This design comes from an exercise in tuning for a short achievable clock period and few clock cycles on the open sky130 flow, not from production work.
Function was checked by simulation only, so behaviour that the tests miss may differ from the original.
Power figures rest on the tool's default switching activity, not on a simulated workload.

==> run a: inputs <==
==> flow/design.v <==
`timescale 1ns/1ps
module dcache_way (
        input  logic [25:0] a,
        input  logic [25:0] b,
        output logic        eq
);
        logic [26:0] aa, bb;
        logic [8:0]  g;
        assign aa = {1'b0, a};
        assign bb = {1'b0, b};
        for (genvar i = 0; i < 9; i++) begin : g_eq
                dcache_eq3 u_eq (.a(aa[3*i +: 3]), .b(bb[3*i +: 3]), .eq(g[i]));
        end
        dcache_and9 u_and (.x(g), .y(eq));
endmodule
module dcache_eq3 (
        input  logic [2:0] a,
        input  logic [2:0] b,
        output logic       eq
);
        assign eq = (a == b);
endmodule
module dcache_and9 (
        input  logic [8:0] x,
        output logic       y
);
        assign y = &x;
endmodule
`timescale 1ns/1ps
module dcache_victim_sel (
        input  logic [15:0] teq,        
        input  logic [15:0] valid,
        input  logic [2:0]  idx,
        output logic [3:0]  m1,         
        output logic        h0,         
        output logic        h1          
);
        logic [7:0] dec, t0, t1, v0, v1;
        dcache_dec3 u_dec (.idx(idx), .dec(dec));
        for (genvar s = 0; s < 8; s++) begin : g_s
                assign t0[s] = teq[2*s];
                assign t1[s] = teq[2*s+1];
                assign v0[s] = valid[2*s];
                assign v1[s] = valid[2*s+1];
        end
        for (genvar c = 0; c < 4; c++) begin : g_m1
                dcache_ao8 u_m1 (.dec(dec), .t(t1), .v(v1), .y(m1[c]));
        end
        dcache_ao8 u_h0 (.dec(dec), .t(t0), .v(v0), .y(h0));
        dcache_ao8 u_h1 (.dec(dec), .t(t1), .v(v1), .y(h1));
endmodule
module dcache_dec3 (
        input  logic [2:0] idx,
        output logic [7:0] dec
);
        always_comb begin
                for (int s = 0; s < 8; s++) dec[s] = (idx == 3'(s));
        end
endmodule
module dcache_ao8 (
        input  logic [7:0] dec,
        input  logic [7:0] t,
        input  logic [7:0] v,
        output logic       y
);
        assign y = |(dec & t & v);
endmodule
`timescale 1ns/1ps
module dcache_ctrl (
        input  logic [31:0] rd0,
        input  logic [31:0] rd1,
        input  logic [3:0]  m1,
        input  logic [31:0] dload,
        input  logic        use_dload,
        output logic [31:0] word
);
        for (genvar i = 0; i < 32; i++) begin : g_bit
                assign word[i] = use_dload ? dload[i] : (m1[i / 8] ? rd1[i] : rd0[i]);
        end
endmodule
module dcache_decide (
        input  logic       h0,          
        input  logic       h1,          
        input  logic       cf,          
        input  logic       req,         
        input  logic       e_free,      
        input  logic       af,          
        input  logic       wr,          
        input  logic       vdirty,      
        input  logic       ld_done,     
        input  logic       nr_o,        
        input  logic       nw_o,        
        input  logic       load_o,      
        output logic       hit_go,
        output logic       miss_go,
        output logic       n_read,
        output logic       n_write,
        output logic       n_load,
        output logic       n_dhit
);
        assign miss_go = req & e_free & ~(h0 | h1 | cf);
        assign hit_go = req & (cf ? af : (h0 | h1));
        assign n_read = miss_go ? ~vdirty : nr_o;
        assign n_write = miss_go ? vdirty : nw_o;
        assign n_load = (miss_go & ~wr) | load_o;
        assign n_dhit = hit_go | (miss_go & wr) | ld_done;
endmodule
`timescale 1ns/1ps
module dcache_top (
        input  logic        CLK,
        input  logic        nRST,
        input  logic        cpu_read,
        input  logic        cpu_write,
        input  logic [31:0] cpu_addr,
        input  logic [31:0] cpu_wdata,
        input  logic        halt,
        output logic        dhit,
        output logic        flushed,
        output logic [31:0] dmemload,
        output logic        mem_read,
        output logic        mem_write,
        output logic [31:0] mem_addr,
        output logic [31:0] mem_wdata,
        input  logic        dwait,
        input  logic [31:0] dload
);
        logic [25:0] tag_q [16];
        logic [31:0] d0_q [16];
        logic [31:0] d1_q [16];
        logic [15:0] valid_q, dirty_q;
        logic [7:0]  lru_q;             
        logic        c_load_q;          
        logic        c_flush_q;         
        logic        dhit_q;
        logic [31:0] dmemload_q;
        logic        flushed_q;
        logic        cm_hit_q, cm_miss_q, cm_store_q, cm_wd_q;
        logic [3:0]  cm_k_q;
        logic [31:0] cm_wdata_q;
        logic        mem_read_q, mem_write_q;
        logic [31:0] mem_addr_q, mem_wdata_q;
        logic        e_w1_q;            
        logic [3:0]  e_k_q;             
        logic [25:0] e_tag_q;           
        logic [25:0] e_otag_q;          
        logic        e_wd_q, e_store_q;
        logic [31:0] e_wdata_q;
        assign dhit = dhit_q;
        assign dmemload = dmemload_q;
        assign flushed = flushed_q;
        assign mem_read = mem_read_q;
        assign mem_write = mem_write_q;
        assign mem_addr = mem_addr_q;
        assign mem_wdata = mem_wdata_q;
        logic [2:0]  idx;
        logic [25:0] tg;
        logic        wd;
        logic        hw0, hw1, hit_any;
        logic        e_busy, e_accept, e_finish, e_free, conflict, fresh, req;
        logic        miss_go, hit_go, fwd_sel;
        logic [3:0]  vk;
        logic        vdirty;
        logic [31:0] rd0, rd1;
        assign idx = cpu_addr[5:3];
        assign tg = cpu_addr[31:6];
        assign wd = cpu_addr[2];
        logic [15:0] teq;
        logic [3:0]  m1;
        for (genvar k = 0; k < 16; k++) begin : g_cmp
                dcache_way u_cmp (.a(tag_q[k]), .b(tg), .eq(teq[k]));
        end
        dcache_victim_sel u_sel (.teq(teq), .valid(valid_q), .idx(idx), .m1(m1), .h0(hw0), .h1(hw1));
        assign hit_any = hw0 | hw1;
        assign e_busy = mem_read_q | mem_write_q;
        assign e_accept = e_busy & ~dwait;
        assign e_finish = mem_read_q & e_w1_q & ~dwait;
        assign e_free = ~e_busy | e_finish;
        logic ceq;
        dcache_way u_ccmp (.a(e_tag_q), .b(tg), .eq(ceq));
        assign conflict = e_busy && ceq && (idx == e_k_q[3:1]);
        assign fresh = !c_load_q && !c_flush_q && !flushed_q && !dhit_q;
        assign req = (cpu_read || cpu_write) && fresh;
        logic avail_w, fwd_w;
        assign avail_w = mem_read_q && e_w1_q && !wd;
        assign fwd_w = mem_read_q && !dwait && (e_w1_q == wd) && !(e_store_q && (e_wd_q == wd));
        assign fwd_sel = conflict && (e_w1_q == wd);
        logic n_read, n_write, n_load, n_dhit, ld_done, nr_o, nw_o, load_o;
        dcache_decide u_dec (.h0(hw0), .h1(hw1), .cf(conflict), .req(req), .e_free(e_free),
                             .af(avail_w || fwd_w), .wr(cpu_write), .vdirty(vdirty),
                             .ld_done(ld_done), .nr_o(nr_o), .nw_o(nw_o), .load_o(load_o),
                             .hit_go(hit_go), .miss_go(miss_go), .n_read(n_read),
                             .n_write(n_write), .n_load(n_load), .n_dhit(n_dhit));
        logic [25:0] vs_tag [8];
        logic [31:0] vs_d0 [8];
        logic [7:0]  vs_dirty;
        always_comb begin
                for (int s = 0; s < 8; s++) begin
                        vs_tag[s] = lru_q[s] ? tag_q[2*s+1] : tag_q[2*s];
                        vs_d0[s] = lru_q[s] ? d0_q[2*s+1] : d0_q[2*s];
                        vs_dirty[s] = lru_q[s] ? (valid_q[2*s+1] && dirty_q[2*s+1])
                                               : (valid_q[2*s] && dirty_q[2*s]);
                end
        end
        assign vk = {idx, lru_q[idx]};
        assign vdirty = vs_dirty[idx];
        assign rd0 = wd ? d1_q[{idx, 1'b0}] : d0_q[{idx, 1'b0}];
        assign rd1 = wd ? d1_q[{idx, 1'b1}] : d0_q[{idx, 1'b1}];
        logic [31:0] dm_word;
        dcache_ctrl u_word (.rd0(rd0), .rd1(rd1), .m1(m1), .dload(dload),
                            .use_dload(c_load_q || fwd_sel), .word(dm_word));
        logic        fl_any;
        logic [3:0]  fl_k;
        always_comb begin
                fl_any = 1'b0;
                fl_k = '0;
                for (int k = 15; k >= 0; k--) begin
                        if (dirty_q[k]) begin
                                fl_any = 1'b1;
                                fl_k = 4'(k);
                        end
                end
        end
        logic fl_go, flushing, wb_done, fl_next, fl_end;
        assign fl_go = fresh && halt && !e_busy;
        assign flushing = c_flush_q;
        assign wb_done = mem_write_q && e_w1_q && !dwait;
        assign fl_next = flushing && wb_done && fl_any;
        assign fl_end = (fl_go || (flushing && wb_done)) && !fl_any;
        logic        n_w1;
        logic [31:0] n_addr, n_wdata;
        always_comb begin
                nr_o = mem_read_q;
                nw_o = mem_write_q;
                n_w1 = e_w1_q;
                if (e_accept) begin
                        if (mem_write_q && !e_w1_q) begin
                                n_w1 = 1'b1;
                        end else if (mem_write_q) begin
                                n_w1 = 1'b0;
                                if (flushing) begin
                                        nw_o = fl_any;
                                end else begin
                                        nw_o = 1'b0;
                                        nr_o = 1'b1;
                                end
                        end else if (!e_w1_q) begin
                                n_w1 = 1'b1;
                        end else begin
                                nr_o = 1'b0;
                                n_w1 = 1'b0;
                        end
                end
                if (fl_go) begin
                        nw_o = fl_any;
                end
                if (!e_busy || e_finish) begin
                        n_w1 = 1'b0;
                end
        end
        assign ld_done = c_load_q && mem_read_q && !dwait && (e_w1_q == e_wd_q);
        assign load_o = c_load_q && !ld_done;
        logic b_w1;
        assign b_w1 = e_w1_q | ~dwait;
        always_comb begin
                if (!e_busy || e_finish) begin
                        if (halt) begin
                                n_addr = {tag_q[fl_k], fl_k[3:1], 3'b000};
                                n_wdata = d0_q[fl_k];
                        end else begin
                                n_addr = {(vdirty ? vs_tag[idx] : tg), idx, 3'b000};
                                n_wdata = vs_d0[idx];
                        end
                end else if (mem_write_q && e_w1_q && !dwait) begin
                        if (flushing) begin
                                n_addr = {tag_q[fl_k], fl_k[3:1], 3'b000};
                                n_wdata = d0_q[fl_k];
                        end else begin
                                n_addr = {e_tag_q, e_k_q[3:1], 3'b000};
                                n_wdata = d0_q[e_k_q];
                        end
                end else begin
                        n_addr = {(mem_write_q ? e_otag_q : e_tag_q), e_k_q[3:1], b_w1, 2'b00};
                        n_wdata = b_w1 ? d1_q[e_k_q] : d0_q[e_k_q];
                end
        end
        always_ff @(posedge CLK or negedge nRST) begin
                if (!nRST) begin
                        c_load_q <= 1'b0;
                        c_flush_q <= 1'b0;
                        dhit_q <= 1'b0;
                        flushed_q <= 1'b0;
                        cm_hit_q <= 1'b0;
                        cm_miss_q <= 1'b0;
                        mem_read_q <= 1'b0;
                        mem_write_q <= 1'b0;
                        valid_q <= '0;
                        dirty_q <= '0;
                        lru_q <= '0;
                end else begin
                        mem_read_q <= n_read;
                        mem_write_q <= n_write;
                        cm_hit_q <= hit_go;
                        cm_miss_q <= miss_go;
                        dhit_q <= n_dhit;
                        c_load_q <= n_load;
                        if (cm_hit_q) begin
                                lru_q[cm_k_q[3:1]] <= ~cm_k_q[0];
                                if (cm_store_q) dirty_q[cm_k_q] <= 1'b1;
                        end
                        if (cm_miss_q) begin
                                lru_q[e_k_q[3:1]] <= ~e_k_q[0];
                                valid_q[e_k_q] <= 1'b1;
                                dirty_q[e_k_q] <= e_store_q;
                        end
                        if (fl_go || fl_next) begin
                                dirty_q[fl_k] <= 1'b0;
                                valid_q[fl_k] <= 1'b0;
                        end
                        if (fl_go && fl_any) begin
                                c_flush_q <= 1'b1;
                        end
                        if (fl_end) begin
                                c_flush_q <= 1'b0;
                                flushed_q <= 1'b1;
                        end
                end
        end
        always_ff @(posedge CLK) begin
                mem_addr_q <= n_addr;
                mem_wdata_q <= n_wdata;
                e_w1_q <= n_w1;
                dmemload_q <= dm_word;
                cm_k_q <= {idx, hw1};
                cm_store_q <= cpu_write;
                cm_wd_q <= wd;
                cm_wdata_q <= cpu_wdata;
                if (cm_hit_q && cm_store_q) begin
                        if (cm_wd_q) d1_q[cm_k_q] <= cm_wdata_q;
                        else d0_q[cm_k_q] <= cm_wdata_q;
                end
                if (cm_miss_q) begin
                        tag_q[e_k_q] <= e_tag_q;
                end
                if (mem_read_q && !dwait) begin
                        if (!e_w1_q) d0_q[e_k_q] <= (e_store_q && !e_wd_q) ? e_wdata_q : dload;
                        else d1_q[e_k_q] <= (e_store_q && e_wd_q) ? e_wdata_q : dload;
                end
                if (fresh && e_free) begin
                        e_k_q <= vk;
                        e_tag_q <= tg;
                        e_otag_q <= vs_tag[idx];
                        e_wd_q <= wd;
                        e_store_q <= cpu_write;
                        e_wdata_q <= cpu_wdata;
                end
                if (fl_go || fl_next) begin
                        e_k_q <= fl_k;
                        e_otag_q <= tag_q[fl_k];
                end
        end
endmodule
==> flow/run.sh <==
#!/bin/bash
# synth_recipe.tcl (not shown) runs the flow's synth.tcl, then flattens the netlist and writes it again
# the make line also repeats each setting of config.mk as NAME=value (left out here)
make -C /OpenROAD-flow-scripts/flow DESIGN_CONFIG=/design/flow/config.mk WORK_HOME=/design/flow/orfs CLKGATE_MAP_FILE= SYNTH_SCRIPT=/design/flow/synth_recipe.tcl finish
==> flow/config.mk <==
export PLATFORM = sky130hd
export DESIGN_NAME = dcache_top
export DESIGN_NICKNAME = dcache_top
export VERILOG_FILES = /design/flow/design.v
export SDC_FILE = /design/flow/constraint.sdc
export NUM_CORES = 4
export LEC_CHECK = 0
export CAP_MARGIN = 20
export CORE_MARGIN = 2
export CORE_UTILIZATION = 33
export SETUP_SLACK_MARGIN = 5
export SLEW_MARGIN = 20
export SYNTH_HIERARCHICAL = 1
export SYNTH_MINIMUM_KEEP_SIZE = 0
==> flow/constraint.sdc <==
create_clock -name core_clock -period 8.0 [get_ports {CLK}]
set_input_delay 1.6000 -clock core_clock [delete_from_list [all_inputs] [get_ports {CLK}]]
set_output_delay 1.6000 -clock core_clock [all_outputs]
set_load 0.01 [all_outputs]
==> run b (differences from run a) <==
--- a/flow/config.mk
+++ b/flow/config.mk
@@ -7,7 +7,8 @@
 export LEC_CHECK = 0
 export CAP_MARGIN = 20
 export CORE_MARGIN = 2
-export CORE_UTILIZATION = 33
+export CORE_UTILIZATION = 55
+export PLACE_DENSITY = 0.75
 export SETUP_SLACK_MARGIN = 5
 export SLEW_MARGIN = 20
 export SYNTH_HIERARCHICAL = 1
==> run c (differences from run a) <==
--- a/flow/config.mk
+++ b/flow/config.mk
@@ -5,9 +5,10 @@
 export SDC_FILE = /design/flow/constraint.sdc
 export NUM_CORES = 4
 export LEC_CHECK = 0
+export ABC_CLOCK_PERIOD_IN_PS = 100
 export CAP_MARGIN = 20
 export CORE_MARGIN = 2
-export CORE_UTILIZATION = 33
+export CORE_UTILIZATION = 40
 export SETUP_SLACK_MARGIN = 5
 export SLEW_MARGIN = 20
 export SYNTH_HIERARCHICAL = 1
==> comparison table <==
                                                                                     run b                    run c                    run a
Final ANT Viol Nets                                                                      -                        0                        0
Final cell area excluding filler cells                                                   -             131000 sq um             133000 sq um
Cts repair resizes                                                                    1360                     1339                     1397
Number of pins with negative max-slew slack in the final report                          -                        0                        0
Clock buffer count from CTS                                                            186                      194                      203
Clock-pin transition on the worst setup and hold timing paths                            -                  0.07 ns                  0.06 ns
Crit path largest cell delay                                                             -                  0.46 ns                  0.46 ns
Number of sequential cells                                                               -                     1715                     1715
Final Hold Slack                                                                         -                 0.617 ns                 0.584 ns
Met2 routed wirelength                                                                   -                209000 um                213000 um
Share of total power in sequential cells                                                 -                    0.464                    0.464
Non-clk bufs                                                                             -                     1020                     1006
Core area                                                                                -             262000 sq um             318000 sq um
Launch point of the worst path                                                           -             cpu_addr[20]             cpu_addr[20]
Combinational power share                                                                -                    0.085                    0.080
Starting density of the core                                                         0.554                    0.402                    0.331
Number of violations of the max-capacitance limit                                        -                        0                        0
Diode count                                                                              -                       37                       45
Result of the run                                                aborted with a tool error  complete, no violations  complete, no violations
Stage where the flow stopped                                      global routing (5_1_grt)                        -                        -
Worst slew margin relative to its limit                                                  -                    0.146                   0.0859
Area of the die                                                                          -             267000 sq um             324000 sq um
Post-route insts no fill                                                                 -                    13200                    13900
Via total after detailed routing                                                         -                    93200                    94400
Post-layout net count                                                                    -                     9638                     9632
TritonCTS clock tree                                                                     -                     done                     done
Testbench counts of run a, summed over its fixed seeds: cycles 43,037.
Testbench counts of run b, summed over its fixed seeds: cycles 43,037.
Testbench counts of run c, summed over its fixed seeds: cycles 43,037.

[re-timing with driven ports]
The results above use ideal ports. As a check the final layouts listed here were re-extracted and re-timed, cells and wires unchanged.
Step 1 (the two cells are an assumption about what drives the block):
set clk [get_ports {CLK}]
set_driving_cell -lib_cell sky130_fd_sc_hd__clkbuf_16 $clk
set_driving_cell -lib_cell sky130_fd_sc_hd__buf_2 [delete_from_list [all_inputs] $clk]
Step 2 moves the port delays by t, midway between the first and last clock arrival at a register: inputs arrive t later, outputs are due t later. That takes back most of the time a late clock gives input paths.
Three values: ideal ports, drivers, drivers and shift; two values: the first two.
run | shift t [ns] | slack for setup (ns) | worst register clock-pin slew, ns | worst slew at a driven data input, ns | cell pins on the clock port's net
run a | 1.050 | 4.353 / 4.373 / 3.323 | 0.07 / 0.07 | 0.43 | 1
run c | 1.004 | 4.348 / 4.357 / 3.353 | 0.07 / 0.07 | 0.62 | 1
After both steps setup and hold are still met in every run listed. For run a, which loses most, drivers alone change the setup slack by +0.020 ns; drivers and shift together by -1.030 ns.
